From an optimization exercise on the open Yosys and OpenROAD flow, aimed at a short achievable clock period and few clock cycles; shortcuts taken in it are not production practice.
Only simulation tests tie the RTL to the original design; equivalence was not proved.
No activity file was given, so power comes from the tool's default toggle rates.

==> inputs of branch cedar <==
## simpleRiscCore
module simpleRiscCore #(
  parameter int IMEM_DEPTH = 256
) (
  input  logic                          clk,
  input  logic                          rst,
  input  logic                          progWr,
  input  logic [$clog2(IMEM_DEPTH)-1:0] progAddr,
  input  logic [31:0]                   progData,
  output logic                          wbValid,
  output logic [3:0]                    wbReg,
  output logic [31:0]                   wbData,
  output logic                          flagGt,
  output logic                          flagEq
);
clock: 4.5 ns
lec_check: 0
cap_margin: 20
core_margin: 2
core_utilization: 55
cts_cluster_size: 30
place_density: 0.7
setup_slack_margin: 2.0
slew_margin: 30
run.sh (not shown) runs the stock make flow with config.mk's settings and CLKGATE_MAP_FILE= SYNTH_SCRIPT=/design/flow/synth_recipe.tcl, a recipe that flattens the netlist after the stock synthesis.
==> branch maple (differences from branch cedar) <==
==> flow/design.v (replaced) <==
package coreDefs;
  localparam int XLEN       = 32;   
  localparam int REG_ADDR_W = 4;
  localparam int NUM_REGS   = 16;
  localparam int OPC_W      = 5;
  localparam int IMM_W      = 16;   
  localparam int OPC_LSB   = 27;   
  localparam int IMM_BIT   = 26;   
  localparam int RD_LSB    = 22;
  localparam int RS1_LSB   = 18;
  localparam int RS2_LSB   = 14;
  localparam int MOD_U_BIT = 16;   
  localparam int MOD_H_BIT = 17;   
  localparam int OFFSET_W  = 27;   
  typedef enum logic [OPC_W-1:0] {
    OP_ADD = 5'b00000,
    OP_SUB = 5'b00001,
    OP_CMP = 5'b00101,
    OP_AND = 5'b00110,
    OP_OR  = 5'b00111,
    OP_NOT = 5'b01000,
    OP_MOV = 5'b01001,
    OP_LSL = 5'b01010,
    OP_LSR = 5'b01011,
    OP_ASR = 5'b01100,
    OP_NOP = 5'b01101,
    OP_BEQ = 5'b10000,
    OP_BGT = 5'b10001,
    OP_B   = 5'b10010
  } opcodeT;
  typedef enum logic [3:0] {
    ALU_ADD,
    ALU_SUB,
    ALU_CMP,
    ALU_AND,
    ALU_OR,
    ALU_NOT,
    ALU_MOV,
    ALU_LSL,
    ALU_LSR,
    ALU_ASR,
    ALU_NONE
  } aluOpT;
  typedef enum logic [1:0] {
    BR_NONE,
    BR_EQ,
    BR_GT,
    BR_ALWAYS
  } brKindT;
endpackage
`timescale 1ns/1ps
module simpleRiscCore #(
  parameter int IMEM_DEPTH = 256
) (
  input  logic                          clk,
  input  logic                          rst,
  input  logic                          progWr,
  input  logic [$clog2(IMEM_DEPTH)-1:0] progAddr,
  input  logic [31:0]                   progData,
  output logic                          wbValid,
  output logic [3:0]                    wbReg,
  output logic [31:0]                   wbData,
  output logic                          flagGt,
  output logic                          flagEq
);
  localparam logic [3:0] OPI_ADD = 4'd0;
  localparam logic [3:0] OPI_SUB = 4'd1;
  localparam logic [3:0] OPI_AND = 4'd2;
  localparam logic [3:0] OPI_OR  = 4'd3;
  localparam logic [3:0] OPI_NOT = 4'd4;
  localparam logic [3:0] OPI_MOV = 4'd5;
  localparam logic [3:0] OPI_LSL = 4'd6;
  localparam logic [3:0] OPI_LSR = 4'd7;
  localparam logic [3:0] OPI_ASR = 4'd8;
  logic        wV;
  logic [7:0]  wA;
  logic [31:0] wD;
  always_ff @(posedge clk) begin
    wV <= progWr;
    wA <= progAddr;
    wD <= progData;
  end
  logic [4:0]  pdCtl;
  logic        pdBr;
  logic [31:0] pdWord;
  always_comb begin
    pdCtl = 5'b00000;
    case (wD[31:27])
      5'b00000: pdCtl = {1'b1, OPI_ADD};
      5'b00001: pdCtl = {1'b1, OPI_SUB};
      5'b00110: pdCtl = {1'b1, OPI_AND};
      5'b00111: pdCtl = {1'b1, OPI_OR};
      5'b01000: pdCtl = {1'b1, OPI_NOT};
      5'b01001: pdCtl = {1'b1, OPI_MOV};
      5'b01010: pdCtl = {1'b1, OPI_LSL};
      5'b01011: pdCtl = {1'b1, OPI_LSR};
      5'b01100: pdCtl = {1'b1, OPI_ASR};
      5'b00101: pdCtl = 5'b01000;
      5'b10000: pdCtl = 5'b00100;
      5'b10001: pdCtl = 5'b00010;
      5'b10010: pdCtl = 5'b00001;
      default:  pdCtl = 5'b00000;
    endcase
    pdBr   = (wD[31:29] == 3'b100) && (wD[28:27] != 2'b11);
    pdWord = {pdCtl, wD[26:8], pdBr ? (wA + wD[7:0]) : wD[7:0]};
  end
  logic [15:0] wRow, wCol;
  logic [31:0] wWord;
  always_ff @(posedge clk) begin
    for (int i = 0; i < 16; i++) begin
      wRow[i] <= wV && (wA[7:4] == 4'(i));
      wCol[i] <= (wA[3:0] == 4'(i));
    end
    wWord <= pdWord;
  end
  logic [15:0][15:0][31:0] imem;
  for (genvar r = 0; r < 16; r++) begin : g_row
    for (genvar c = 0; c < 16; c++) begin : g_col
      always_ff @(posedge clk) begin
        if (wRow[r] && wCol[c]) begin
          imem[r][c] <= wWord;
        end
      end
    end
  end
  logic                go;
  logic [7:0]          pc;
  logic [15:0][31:0]   l1;
  logic [3:0]          l1Hi;
  logic                l1V;
  logic [31:0]         ir;
  logic                irV;
  always_ff @(posedge clk) begin
    for (int g = 0; g < 16; g++) begin
      l1[g] <= imem[g][pc[3:0]];
    end
    l1Hi <= pc[7:4];
    ir   <= l1[l1Hi];
  end
  always_ff @(posedge clk or posedge rst) begin
    if (rst) begin
      go  <= 1'b0;
      l1V <= 1'b0;
      irV <= 1'b0;
    end else begin
      go  <= 1'b1;
      l1V <= go;
      irV <= l1V;
    end
  end
  logic              opWr, opCmp, opBeq, opBgt, opBalw;
  logic [3:0]        opOp;
  logic [3:0]        opRd, opRs1, opRs2;
  logic [31:0]       opImm;
  logic [15:0][31:0] rf;
  logic [31:0]       opA, opBr, opB;
  logic        a1Cmp;
  logic        cmpGt, cmpEq;
  logic        flGt, flEq;
  logic        rsWr;
  logic [3:0]  rsRd;
  logic [31:0] rsData;
  logic        rsGt, rsEq;
  assign opWr   = irV & ir[31];
  assign opCmp  = irV & ~ir[31] & ir[30];
  assign opBeq  = irV & ~ir[31] & ir[29];
  assign opBgt  = irV & ~ir[31] & ir[28];
  assign opBalw = irV & ~ir[31] & ir[27];
  assign opOp   = ir[30:27];
  assign opRd   = ir[25:22];
  assign opRs1  = ir[21:18];
  assign opRs2  = ir[17:14];
  always_comb begin
    case (ir[17:16])
      2'b01:   opImm = {16'd0, ir[15:0]};
      2'b10:   opImm = {ir[15:0], 16'd0};
      default: opImm = {{16{ir[15]}}, ir[15:0]};
    endcase
  end
  assign opA  = (rsWr && rsRd == opRs1) ? rsData : rf[opRs1];
  assign opBr = (rsWr && rsRd == opRs2) ? rsData : rf[opRs2];
  assign opB  = ir[26] ? opImm : opBr;
  logic curGt, curEq, taken;
  assign curGt = a1Cmp ? cmpGt : flGt;
  assign curEq = a1Cmp ? cmpEq : flEq;
  assign taken = opBalw | (opBeq & curEq) | (opBgt & curGt);
  always_ff @(posedge clk or posedge rst) begin
    if (rst) begin
      pc <= '0;
    end else if (go) begin
      pc <= taken ? ir[7:0] : pc + 8'd1;
    end
  end
  logic        a1Wr;
  logic        a1Sub, a1Add, a1Logic, a1Lsl, a1Lsr, a1Asr;
  logic [1:0]  a1LogSel;
  logic [3:0]  a1Rd;
  logic [31:0] a1A, a1B, a1Bx;
  logic [31:0] cA, cB;
  always_ff @(posedge clk or posedge rst) begin
    if (rst) begin
      a1Wr  <= 1'b0;
      a1Cmp <= 1'b0;
    end else begin
      a1Wr  <= opWr;
      a1Cmp <= opCmp;
    end
  end
  always_ff @(posedge clk or posedge rst) begin
    if (rst) begin
      cA <= '0;
      cB <= '0;
    end else begin
      cA <= opA;
      cB <= opB;
    end
  end
  always_ff @(posedge clk) begin
    a1A      <= opA;
    a1B      <= opB;
    a1Bx     <= (opOp == OPI_SUB) ? ~opB : opB;
    a1Rd     <= opRd;
    a1Sub    <= (opOp == OPI_SUB);
    a1Add    <= (opOp == OPI_ADD) || (opOp == OPI_SUB);
    a1Logic  <= (opOp == OPI_AND) || (opOp == OPI_OR) || (opOp == OPI_NOT) || (opOp == OPI_MOV);
    a1LogSel <= opOp[1:0];
    a1Lsl    <= (opOp == OPI_LSL);
    a1Lsr    <= (opOp == OPI_LSR);
    a1Asr    <= (opOp == OPI_ASR);
  end
  assign cmpEq = (cA == cB);
  assign cmpGt = ($signed(cA) > $signed(cB));
  always_ff @(posedge clk or posedge rst) begin
    if (rst) begin
      flGt <= 1'b0;
      flEq <= 1'b0;
    end else if (a1Cmp) begin
      flGt <= cmpGt;
      flEq <= cmpEq;
    end
  end
  logic [16:0] a1Lo;
  logic [15:0] a1Hi0, a1Hi1;
  logic [31:0] a1Log;
  logic [31:0] a1Shl, a1Shr;
  logic        a1Sat;
  assign a1Lo  = {1'b0, a1A[15:0]} + {1'b0, a1Bx[15:0]} + {16'd0, a1Sub};
  assign a1Hi0 = a1A[31:16] + a1Bx[31:16];
  assign a1Hi1 = a1A[31:16] + a1Bx[31:16] + 16'd1;
  always_comb begin
    case (a1LogSel)
      2'b10:   a1Log = a1A & a1B;    
      2'b11:   a1Log = a1A | a1B;    
      2'b00:   a1Log = ~a1B;         
      default: a1Log = a1B;          
    endcase
  end
  logic a1Fill;
  assign a1Fill = a1Asr & a1A[31];
  assign a1Sat  = |a1B[31:5];
  assign a1Shl  = a1A << {a1B[4:2], 2'b00};
  assign a1Shr  = 32'($signed({a1Fill, a1A}) >>> {a1B[4:2], 2'b00});
  logic        a2Wr;
  logic [3:0]  a2Rd;
  logic        a2Gt, a2Eq;
  logic        a2Add, a2Logic, a2Lsl, a2Rsh, a2Sat, a2Fill;
  logic [16:0] a2Lo;
  logic [15:0] a2Hi0, a2Hi1;
  logic [31:0] a2Log, a2Shl, a2Shr;
  logic [1:0]  a2Sh;
  always_ff @(posedge clk or posedge rst) begin
    if (rst) begin
      a2Wr <= 1'b0;
    end else begin
      a2Wr <= a1Wr;
    end
  end
  always_ff @(posedge clk) begin
    a2Rd    <= a1Rd;
    a2Gt    <= flGt;
    a2Eq    <= flEq;
    a2Add   <= a1Add;
    a2Logic <= a1Logic;
    a2Lsl   <= a1Lsl;
    a2Rsh   <= a1Lsr | a1Asr;
    a2Sat   <= a1Sat;
    a2Fill  <= a1Fill;
    a2Lo    <= a1Lo;
    a2Hi0   <= a1Hi0;
    a2Hi1   <= a1Hi1;
    a2Log   <= a1Log;
    a2Shl   <= a1Shl;
    a2Shr   <= a1Shr;
    a2Sh    <= a1B[1:0];
  end
  logic [31:0] a2Sum, a2ShlF, a2ShrF, a2Res;
  assign a2Sum  = {a2Lo[16] ? a2Hi1 : a2Hi0, a2Lo[15:0]};
  assign a2ShlF = a2Sat ? 32'd0 : (a2Shl << a2Sh);
  assign a2ShrF = a2Sat ? {32{a2Fill}} : 32'($signed({a2Fill, a2Shr}) >>> a2Sh);
  always_comb begin
    a2Res = '0;
    if (a2Add)   a2Res = a2Res | a2Sum;
    if (a2Logic) a2Res = a2Res | a2Log;
    if (a2Lsl)   a2Res = a2Res | a2ShlF;
    if (a2Rsh)   a2Res = a2Res | a2ShrF;
  end
  always_ff @(posedge clk or posedge rst) begin
    if (rst) begin
      rsWr <= 1'b0;
    end else begin
      rsWr <= a2Wr;
    end
  end
  always_ff @(posedge clk) begin
    rsRd   <= a2Rd;
    rsData <= a2Res;
    rsGt   <= a2Gt;
    rsEq   <= a2Eq;
  end
  for (genvar i = 0; i < 16; i++) begin : g_rf
    always_ff @(posedge clk or posedge rst) begin
      if (rst) begin
        rf[i] <= '0;
      end else if (rsWr && rsRd == 4'(i)) begin
        rf[i] <= rsData;
      end
    end
  end
  assign wbValid = rsWr;
  assign wbReg   = rsRd;
  assign wbData  = rsData;
  assign flagGt  = rsGt;
  assign flagEq  = rsEq;
endmodule
- CORE_UTILIZATION: 55 -> 45
- PLACE_DENSITY: 0.7 -> 0.65
- SLEW_MARGIN: 30 -> 20
==> branch xenon (differences from branch cedar) <==
--- a/flow/design.v
+++ b/flow/design.v
@@ -114,30 +114,21 @@
         if (wRow[r] && wCol[c]) begin
           imem[r][c] <= wWord[r];
         end
       end
     end
   end
-  logic [7:0]          pc, pcNext;
-  logic [3:0]          selBn, selC, selDn;
-  logic [3:0]          selB, selD;
-  assign selB = ~selBn;
-  assign selD = ~selDn;
+  logic [7:0]          pc;
   logic [15:0][31:0]   l1;
   logic [3:0]          l1Hi;
   logic                l1V;
   logic [31:0]         ir;
   logic                irV;
   always_ff @(posedge clk) begin
     for (int g = 0; g < 16; g++) begin
-      case (g / 4)
-        0:       l1[g] <= imem[g][pc[3:0]];
-        1:       l1[g] <= imem[g][selB];
-        2:       l1[g] <= imem[g][selC];
-        default: l1[g] <= imem[g][selD];
-      endcase
+      l1[g] <= imem[g][pc[3:0]];
     end
     l1Hi <= pc[7:4];
     ir   <= l1[l1Hi];
   end
   always_ff @(posedge clk or posedge rst) begin
     if (rst) begin
@@ -181,34 +172,17 @@
   assign opBr = (rsWr && rsRd == opRs2) ? rsData : rf[opRs2];
   assign opB  = ir[26] ? opImm : opBr;
   logic curGt, curEq, taken;
   assign curGt = a1Cmp ? cmpGt : flGt;
   assign curEq = a1Cmp ? cmpEq : flEq;
   assign taken = opBalw | (opBeq & curEq) | (opBgt & curGt);
-  assign pcNext = taken ? ir[7:0] : pc + 8'd1;
   always_ff @(posedge clk or posedge rst) begin
     if (rst) begin
       pc <= '0;
     end else begin
-      pc <= pcNext;
-    end
-  end
-  always_ff @(posedge clk or posedge rst) begin
-    if (rst) begin
-      selBn <= 4'hf;
-    end else begin
-      selBn <= ~pcNext[3:0];
-    end
-  end
-  always_ff @(posedge clk) begin
-    if (rst) begin
-      selC  <= 4'h0;
-      selDn <= 4'hf;
-    end else begin
-      selC  <= pcNext[3:0];
-      selDn <= ~pcNext[3:0];
+      pc <= taken ? ir[7:0] : pc + 8'd1;
     end
   end
   logic        a1Wr;
   logic        a1Sub, a1Add, a1Logic, a1Lsl, a1Lsr, a1Asr;
   logic [1:0]  a1LogSel;
   logic [3:0]  a1Rd;
@@ -351,45 +325,34 @@
     a2Res = '0;
     if (a2Add)   a2Res = a2Res | a2Sum;
     if (a2Logic) a2Res = a2Res | a2Log;
     if (a2Lsl)   a2Res = a2Res | a2ShlF;
     if (a2Rsh)   a2Res = a2Res | a2ShrF;
   end
-  logic        rsWrN;
-  logic        woV;
-  logic [3:0]  woRd;
-  logic [31:0] woData;
-  assign rsWr = ~rsWrN;
   always_ff @(posedge clk or posedge rst) begin
     if (rst) begin
-      rsWrN  <= 1'b1;
-      rsRd   <= '0;
-      rsData <= '0;
-      woV    <= 1'b0;
+      rsWr <= 1'b0;
     end else begin
-      rsWrN  <= ~a2Wr;
-      rsRd   <= a2Rd;
-      rsData <= a2Res;
-      woV    <= a2Wr;
+      rsWr <= a2Wr;
     end
   end
   always_ff @(posedge clk) begin
-    woRd   <= a2Rd;
-    woData <= a2Res;
+    rsRd   <= a2Rd;
+    rsData <= a2Res;
     rsGt   <= a2Gt;
     rsEq   <= a2Eq;
   end
   for (genvar i = 0; i < 16; i++) begin : g_rf
     always_ff @(posedge clk or posedge rst) begin
       if (rst) begin
         rf[i] <= '0;
       end else if (rsWr && rsRd == 4'(i)) begin
         rf[i] <= rsData;
       end
     end
   end
-  assign wbValid = woV;
-  assign wbReg   = woRd;
-  assign wbData  = woData;
+  assign wbValid = rsWr;
+  assign wbReg   = rsRd;
+  assign wbData  = rsData;
   assign flagGt  = rsGt;
   assign flagEq  = rsEq;
 endmodule
==> comparison table <==
| quantity | branch cedar | branch maple | branch xenon |
|---|---|---|---|
| All-layer global routing usage | 29.7% | 24.7% | 30.0% |
| Result of the run | finished with violations | no timing/DRC/antenna violations | no timing/DRC/antenna violations |
| Reasons for failing layout checks | antenna rules | - | - |
| Max Fclk | 354 MHz | 317 MHz | 369 MHz |
| FF+latch count, synth | 10200 | 9743 | 10200 |
| Post-cts sizing count | 533 | 1120 | 881 |
| Number of synthesized flops with an enable pin | 8704 | 8192 | 8704 |
| Detailed-route wire length | 1070 mm | 1050 mm | 1080 mm |
| Least setup slack across all paths after layout | 1.67 ns | 1.35 ns | 1.79 ns |
| Fraction of post-synthesis cell area in the top cell type by area | 67.7% | 66.7% | 68.2% |
| Std-Cell Rows | 307 | 332 | 306 |
| Longest individual stage delay on the worst path | 0.41 ns | 0.57 ns | 0.51 ns |
| Count of clock-net buffers in the final layout | 1360 | 1318 | 1360 |
| Worst-case clock skew | 0.140 ns | 0.110 ns | 0.0923 ns |
| Power attributed to combinational cells | 68.5 mW | 75.5 mW | 80.8 mW |
| Finished layout cell area | 440000 sq um | 436000 sq um | 443000 sq um |
| Detail-routed net length per standard cell | 37.2 microns | 35.8 microns | 38.7 microns |
| CTS sink cnt | 10200 | 9743 | 10200 |
Testbench counts of branch cedar, summed over its fixed seeds: cycles 46,699.
Testbench counts of branch maple, summed over its fixed seeds: cycles 46,731.
Testbench counts of branch xenon, summed over its fixed seeds: cycles 46,699.

static timing again, ports no longer ideal:
No port has a modelled driver above. Below, the same layouts with a new extraction and two added sets of constraints.
Step 1: set_driving_cell puts a clkbuf_16 on clk and a buf_2 on each other input, an assumption about the parent block.
Step 2 times the ports against the registers' clock, not the clock port: input delays grow and output delays shrink by t, the midpoint of the rising clock arrivals with the driver on.
a / b / c = no drivers / after step 1 / after step 2; a / b = the first two.
run | t, ns | slack for setup (ns) | worst hold slack (ns) | cell pins on the clock port's net
branch cedar | 1.300 | 1.674 / 1.674 / 0.628 | 0.144 / 0.041 / 0.326 | 1
branch maple | 1.308 | 1.348 / 1.348 / 1.348 | 0.135 / 0.003 / 0.324 | 1
branch xenon | 1.301 | 1.788 / 1.685 / 0.718 | 0.142 / 0.039 / 0.326 | 1
For branch xenon, which loses most, drivers alone change the setup slack by -0.103 ns; drivers and shift together by -1.070 ns.
